Source: an optimization exercise on an open RTL-to-GDS flow (aim: small area, a short achievable clock period and few clock cycles). Production flows keep margins and buffers that such runs may drop.
Only simulation tests tie the RTL to the original design; equivalence was not proved.
Power and IR drop assume default switching activity.

Design voxel_ray_traversal_top, start of the top module:
module voxel_ray_traversal_top #(
  parameter int MAX_STEPS        = 64,
  parameter int ORIGIN_FRAC_BITS = 8,
  parameter int DIR_FRAC_BITS    = 14
) (
  input  logic               clk_i,
  input  logic               rst_ni,
  input  logic               in_valid_i,
  output logic               in_ready_o,
  input  logic signed [23:0] origin_x_i,
  input  logic signed [23:0] origin_y_i,
  input  logic signed [23:0] origin_z_i,
  input  logic signed [15:0] dir_x_i,
  input  logic signed [15:0] dir_y_i,
  input  logic signed [15:0] dir_z_i,
  input  logic [6:0]         step_count_i,
  output logic               out_valid_o,
  input  logic               out_ready_i,
  output logic signed [15:0] voxel_x_o,
  output logic signed [15:0] voxel_y_o,
  output logic signed [15:0] voxel_z_o,
  output logic [1:0]         normal_axis_o,
  output logic               normal_negative_o,
  output logic [6:0]         step_index_o,
  output logic               last_o
);
  logic        s_idle_q, s_run_q, s_done_q, s_acc_q;
  logic [15:0] vo_q [3];          
  logic        dneg_q [3];        
  logic [4:0]  it_q [3];          
  logic [30:0] qmax [3];
  logic [30:0] qdel [3];
  logic        dzero [3];         
  logic [23:0] org_in [3];
  logic [15:0] dir_in [3];
  ...
For scale: roughly 3,700 cells after synthesis, roughly 620 flip-flops, roughly 190 I/O pins, ~38,000 um2 of cells after synthesis.
Settings: LEC_CHECK=0, CAP_MARGIN=20, CORE_MARGIN=2, CORE_UTILIZATION=55, CTS_BUF_LIST=sky130_fd_sc_hd__clkbuf_8, CTS_CLUSTER_DIAMETER=60, CTS_CLUSTER_SIZE=18, SETUP_SLACK_MARGIN=4.65, SLEW_MARGIN=20; clock period 8.0 ns.
run.sh (not shown) runs the stock make flow with config.mk's settings and CLKGATE_MAP_FILE= SYNTH_SCRIPT=/design/flow/synth_recipe.tcl, a recipe that flattens the netlist after the stock synthesis.
Testbench counts at the start, summed over its fixed seeds: cycles 44,325.
Change:
CORE_UTILIZATION = 40   (was 55)
CTS_CLUSTER_DIAMETER = 50   (was 60)
CTS_CLUSTER_SIZE = 14   (was 18)
SETUP_SLACK_MARGIN = 4.5   (was 4.65)
Result: The new run went through all stages and came out clean. Sequential share of layout area drops by 0.30 points. Hold slack is better by 0.015 ns. Synthesized cell count stays the same.
Change:
CORE_UTILIZATION = 50   (was 40)
CTS_CLUSTER_DIAMETER = 60   (was 50)
CTS_CLUSTER_SIZE = 18   (was 14)
SETUP_SLACK_MARGIN = 4.65   (was 4.5)
Utilization increases by 13 points.
First-iteration DRC count is higher by roughly a tenth.
Setup slack improves by 0.071 ns.
Clock power drops by about a fifth.
Cell area went up slightly.
Global-route usage grows by 6.1 points.
Synthesized area stays the same.
Via count grows by a few percent.

---

== job 7653 ==
The RTL this note starts from:
==> flow/design.v <==
`timescale 1ns / 1ps
package vrt_pkg;
  localparam logic [31:0] DIST_MAX = 32'hFFFF_FFFF;
  localparam logic [1:0] AXIS_X = 2'd0;
  localparam logic [1:0] AXIS_Y = 2'd1;
  localparam logic [1:0] AXIS_Z = 2'd2;
endpackage
`timescale 1ns / 1ps
module vrt_div (
  input  logic        clk_i,
  input  logic        load_i,
  input  logic        run_i,
  input  logic [15:0] rem_i,
  input  logic [30:0] quo_i,
  input  logic [15:0] den_i,      
  input  logic        neg_i,      
  output logic [30:0] quo_o
);
  logic [15:0] rem_q, x, nxt;
  logic [16:0] sum;
  logic [30:0] quo_q;
  logic add;
  always_comb begin
    x   = {rem_q[14:0], quo_q[30]};
    add = rem_q[15] ^ neg_i;
    sum = {x, 1'b1} + {den_i ^ {16{!add}}, !add};
    nxt = sum[16:1];
  end
  always_ff @(posedge clk_i) begin
    rem_q <= load_i ? rem_i : nxt;
    if (load_i) begin
      quo_q <= quo_i;
    end else if (run_i) begin
      quo_q <= {quo_q[29:0], !nxt[15]};
    end
  end
  assign quo_o = quo_q;
endmodule
`timescale 1ns / 1ps
module voxel_ray_traversal_top #(
  parameter int MAX_STEPS        = 64,
  parameter int ORIGIN_FRAC_BITS = 8,
  parameter int DIR_FRAC_BITS    = 14
) (
  input  logic               clk_i,
  input  logic               rst_ni,
  input  logic               in_valid_i,
  output logic               in_ready_o,
  input  logic signed [23:0] origin_x_i,
  input  logic signed [23:0] origin_y_i,
  input  logic signed [23:0] origin_z_i,
  input  logic signed [15:0] dir_x_i,
  input  logic signed [15:0] dir_y_i,
  input  logic signed [15:0] dir_z_i,
  input  logic [6:0]         step_count_i,
  output logic               out_valid_o,
  input  logic               out_ready_i,
  output logic signed [15:0] voxel_x_o,
  output logic signed [15:0] voxel_y_o,
  output logic signed [15:0] voxel_z_o,
  output logic [1:0]         normal_axis_o,
  output logic               normal_negative_o,
  output logic [6:0]         step_index_o,
  output logic               last_o
);
  logic        s_idle_q, s_run_q, s_done_q, s_acc_q;
  logic [15:0] vo_q [3];          
  logic        dneg_q [3];        
  logic [4:0]  it_q [3];          
  logic [30:0] qmax [3];
  logic [30:0] qdel [3];
  logic        dzero [3];         
  logic [23:0] org_in [3];
  logic [15:0] dir_in [3];
  logic [6:0]  d_n;
  logic        take, first_step, accept, run_end, prep;
  logic        out_valid_q, w_act_q, w_first_q;
  assign org_in[0] = origin_x_i;
  assign org_in[1] = origin_y_i;
  assign org_in[2] = origin_z_i;
  assign dir_in[0] = dir_x_i;
  assign dir_in[1] = dir_y_i;
  assign dir_in[2] = dir_z_i;
  assign in_ready_o = s_acc_q || (s_done_q && !w_act_q);
  assign accept     = in_ready_o && in_valid_i;
  assign d_n        = (step_count_i > 7'(MAX_STEPS)) ? 7'(MAX_STEPS) : step_count_i;
  assign prep       = s_idle_q && (!(w_act_q && w_first_q) || !out_valid_q);
  logic [8:0]  face [3];
  logic [15:0] vinit [3];
  logic [4:0]  skip [3];
  logic [46:0] shm [3];
  logic [46:0] shd [3];
  logic        it_end [3];
  always_comb begin
    run_end = 1'b1;
    for (int a = 0; a < 3; a++) begin
      logic [7:0]  g;
      logic [14:0] dm;
      logic        c, dp, osign;
      osign    = org_in[a][23];
      dzero[a] = (dir_in[a] == 16'd0);
      dp       = !dir_in[a][15] && !dzero[a];
      g = {!org_in[a][7], org_in[a][6:0]};
      if (g == 8'd0) begin
        face[a] = (osign != dp) ? 9'd256 : 9'd0;
      end else begin
        face[a] = dp ? 9'd256 - {1'b0, g} : {1'b0, g};
      end
      c = osign ? (org_in[a][7] && (org_in[a][6:0] != 7'd0)) : org_in[a][7];
      vinit[a] = org_in[a][23:8] + 16'(c);
      dm = dir_in[a][14:0] ^ {15{dir_in[a][15]}};
      if (dm[14:12] != 3'd0) begin
        skip[a] = 5'd12;
      end else if (dm[11:8] != 4'd0) begin
        skip[a] = 5'd8;
      end else if (dm[7:4] != 4'd0) begin
        skip[a] = 5'd4;
      end else begin
        skip[a] = 5'd0;
      end
      shm[a] = {16'd0, face[a], 22'd0} << {skip[a][3:2], 2'b00};
      shd[a] = {16'd0, 1'b1, 30'd0} << {skip[a][3:2], 2'b00};
      it_end[a] = (it_q[a] <= 5'd1);
      run_end = run_end && it_end[a];
    end
  end
  always_ff @(posedge clk_i) begin
    for (int a = 0; a < 3; a++) begin
      if (prep) begin
        vo_q[a]   <= vinit[a];
        dneg_q[a] <= dir_in[a][15];
        it_q[a]   <= dzero[a] ? 5'd0 : 5'd31 - skip[a];
      end else if (it_q[a] != 5'd0) begin
        it_q[a] <= it_q[a] - 5'd1;
      end
    end
  end
  for (genvar a = 0; a < 3; a++) begin : g_div
    logic run_a;
    assign run_a = s_run_q && (it_q[a] != 5'd0);
    vrt_div u_max (
      .clk_i (clk_i),
      .load_i(prep),
      .run_i (run_a),
      .rem_i (shm[a][46:31]),
      .quo_i (shm[a][30:0]),
      .den_i (dir_in[a]),
      .neg_i (dneg_q[a]),
      .quo_o (qmax[a])
    );
    vrt_div u_del (
      .clk_i (clk_i),
      .load_i(prep),
      .run_i (run_a),
      .rem_i (shd[a][46:31]),
      .quo_i (shd[a][30:0]),
      .den_i (dir_in[a]),
      .neg_i (dneg_q[a]),
      .quo_o (qdel[a])
    );
  end
  logic [6:0]  w_cnt_q;
  logic        w_neg_q [3];
  logic [32:0] tmax_q [3];
  logic [30:0] tdel_q [3];
  logic        step, w_end, last_now;
  logic [6:0]  k_now;
  logic        lt_xy, lt_xz, lt_yz;
  logic        sel [3];
  logic [32:0] tsum [3];
  logic [32:0] tnext [3];
  logic [15:0] vbase [3];
  logic [15:0] vstay [3];
  logic [15:0] vmove [3];
  logic [15:0] vnew [3];
  logic        t_en [3];
  logic [1:0]  ax;
  function automatic logic sat_lt(input logic [32:0] a, input logic [32:0] b);
    if (a[32]) begin
      sat_lt = 1'b0;
    end else if (b[32]) begin
      sat_lt = (a[31:0] != 32'hFFFF_FFFF);
    end else begin
      sat_lt = (a[31:0] < b[31:0]);
    end
  endfunction
  always_comb begin
    step       = w_act_q && (!out_valid_q || out_ready_i);
    first_step = step && w_first_q;
    k_now      = w_first_q ? 7'd1 : step_index_o + 7'd1;
    last_now   = (k_now == w_cnt_q);
    w_end      = step && last_now;
    take       = s_done_q && (!w_act_q || w_end);
    lt_xy  = sat_lt(tmax_q[0], tmax_q[1]);
    lt_xz  = sat_lt(tmax_q[0], tmax_q[2]);
    lt_yz  = sat_lt(tmax_q[1], tmax_q[2]);
    sel[0] = lt_xy && lt_xz;
    sel[1] = !lt_xy && lt_yz;
    sel[2] = !sel[0] && !sel[1];
    ax     = sel[0] ? vrt_pkg::AXIS_X : sel[1] ? vrt_pkg::AXIS_Y : vrt_pkg::AXIS_Z;
    vbase[0] = voxel_x_o;
    vbase[1] = voxel_y_o;
    vbase[2] = voxel_z_o;
    for (int a = 0; a < 3; a++) begin
      tsum[a]  = {1'b0, tmax_q[a][31:0]} + {2'b00, tdel_q[a]};
      tnext[a] = {tmax_q[a][32] || tsum[a][32], tsum[a][31:0]};
      vstay[a] = w_first_q ? vo_q[a] : vbase[a];
      vmove[a] = w_neg_q[a] ? vstay[a] - 16'd1 : vstay[a] + 16'd1;
      vnew[a]  = sel[a] ? vmove[a] : vstay[a];
      t_en[a]  = take || (step && sel[a]);
    end
  end
  always_ff @(posedge clk_i) begin
    if (take) begin
      w_cnt_q <= d_n;
      for (int a = 0; a < 3; a++) begin
        w_neg_q[a] <= dir_in[a][15] || dzero[a];
        tdel_q[a]  <= qdel[a];
      end
    end
    for (int a = 0; a < 3; a++) begin
      if (t_en[a]) tmax_q[a] <= take ? {dzero[a], 1'b0, qmax[a]} : tnext[a];
    end
    if (take) begin
      w_first_q <= 1'b1;
    end else if (step) begin
      w_first_q <= 1'b0;
    end
    if (step) begin
      voxel_x_o         <= vnew[0];
      voxel_y_o         <= vnew[1];
      voxel_z_o         <= vnew[2];
      normal_axis_o     <= ax;
      normal_negative_o <= !(sel[0] ? w_neg_q[0] : sel[1] ? w_neg_q[1] : w_neg_q[2]);
      step_index_o      <= k_now;
      last_o            <= last_now;
    end
  end
  always_ff @(posedge clk_i or negedge rst_ni) begin
    if (!rst_ni) begin
      s_idle_q    <= 1'b1;
      s_run_q     <= 1'b0;
      s_done_q    <= 1'b0;
      s_acc_q     <= 1'b0;
      w_act_q     <= 1'b0;
      out_valid_q <= 1'b0;
    end else begin
      if (prep && in_valid_i) begin
        s_idle_q <= 1'b0;
        if (d_n == 7'd0) begin
          s_acc_q <= 1'b1;
        end else begin
          s_run_q <= 1'b1;
        end
      end
      if (s_run_q && run_end) begin
        s_run_q  <= 1'b0;
        s_done_q <= 1'b1;
      end
      if (take) begin
        s_done_q <= 1'b0;
      end
      if (take && !accept) begin
        s_acc_q <= 1'b1;
      end
      if (accept) begin
        s_acc_q  <= 1'b0;
        s_idle_q <= 1'b1;
      end
      if (take) begin
        w_act_q <= 1'b1;
      end else if (w_end) begin
        w_act_q <= 1'b0;
      end
      if (step) begin
        out_valid_q <= 1'b1;
      end else if (out_ready_i) begin
        out_valid_q <= 1'b0;
      end
    end
  end
  assign out_valid_o = out_valid_q;
endmodule
clock: 8.0 ns
lec_check: 0
cap_margin: 20
core_margin: 2
core_utilization: 55
cts_buf_list: sky130_fd_sc_hd__clkbuf_8
cts_cluster_diameter: 60
cts_cluster_size: 18
setup_slack_margin: 4.7
slew_margin: 20
The final layout from job 7653, which completed every stage, passed the timing, design-rule and antenna checks at the end of the flow.
Testbench counts of job 7653, summed over its fixed seeds: cycles 44,325.
diff inputs: job 7653 => job 9875
- a change of SETUP_SLACK_MARGIN from 4.7 to 4.6
- a change of CTS_CLUSTER_DIAMETER from 60 to 50
- a change of CORE_UTILIZATION from 55 to 65
- a change of CTS_CLUSTER_SIZE from 18 to 16
==> comparison <==
The final layouts of job 9875 and job 7653 pass the timing, design-rule and antenna checks.
Between job 9875 and job 7653, it is job 9875 whose sum of buffers and inverters on the critical path is higher, by 1.
Looking at sequential share of layout area, job 9875 sits 0.16 points above job 7653.
From job 7653 to job 9875 the numbers moved as follows: layout buffer count excluding clock buffers went down, total wire length did not really move.
Modified inputs, job 5362 compared to job 9875
- CTS_CLUSTER_DIAMETER changed from 50 to 60
- CTS_BUF_LIST changed from sky130_fd_sc_hd__clkbuf_8 to sky130_fd_sc_hd__clkbuf_16
- CTS_CLUSTER_SIZE changed from 16 to 20
- CORE_UTILIZATION changed from 65 to 40
- SETUP_SLACK_MARGIN changed from 4.6 to 4.5
[summary]
- Taking job 9875 as the reference, in job 5362 hold slack held; CTS buffer count dropped 14; count of clock buffers in the final design fell by 15; utilization dropped 30 points.

afterwards: timing with drivers on the ports:
The results above use ideal ports. As a check the final layouts listed here were re-extracted and re-timed, cells and wires unchanged. Step 1 sets driving cells, clkbuf_16 on the clock port and buf_2 on the other inputs (assumed; they add their load-dependent delay and slew). Step 2 times the ports against the registers' clock, not the clock port: input delays grow and output delays shrink by t, the midpoint of the rising clock arrivals with the driver on. Three values: ideal, step 1, step 2; two values: the first two.
run | t, ns | setup slack, ns | worst hold slack (ns) | worst setup path at the end | pins driven straight from the clock port
the first run of note 1 | 0.779 | 4.650 / 4.659 / 3.899 | 0.423 / 0.423 / 0.423 | input to register | 1
the second run of note 1 | 0.783 | 4.561 / 4.501 / 3.822 | 0.438 / 0.438 / 0.438 | input to register | 1
the third run of note 1 | 0.743 | 4.633 / 4.655 / 3.913 | 0.429 / 0.429 / 0.429 | input to register | 1
job 7653 | 0.780 | 4.603 / 4.603 / 3.941 | 0.433 / 0.433 / 0.433 | input to register | 1
job 9875 | 0.743 | 4.532 / 4.532 / 3.924 | 0.435 / 0.435 / 0.435 | input to register | 1
job 5362 | 0.741 | 4.524 / 4.528 / 3.824 | 0.435 / 0.435 / 0.435 | input to register | 1
After both steps every run listed still meets setup and hold. The setup slack of the first run of note 1, which loses most, moves by +0.009 ns with the drivers and by -0.751 ns with both steps.
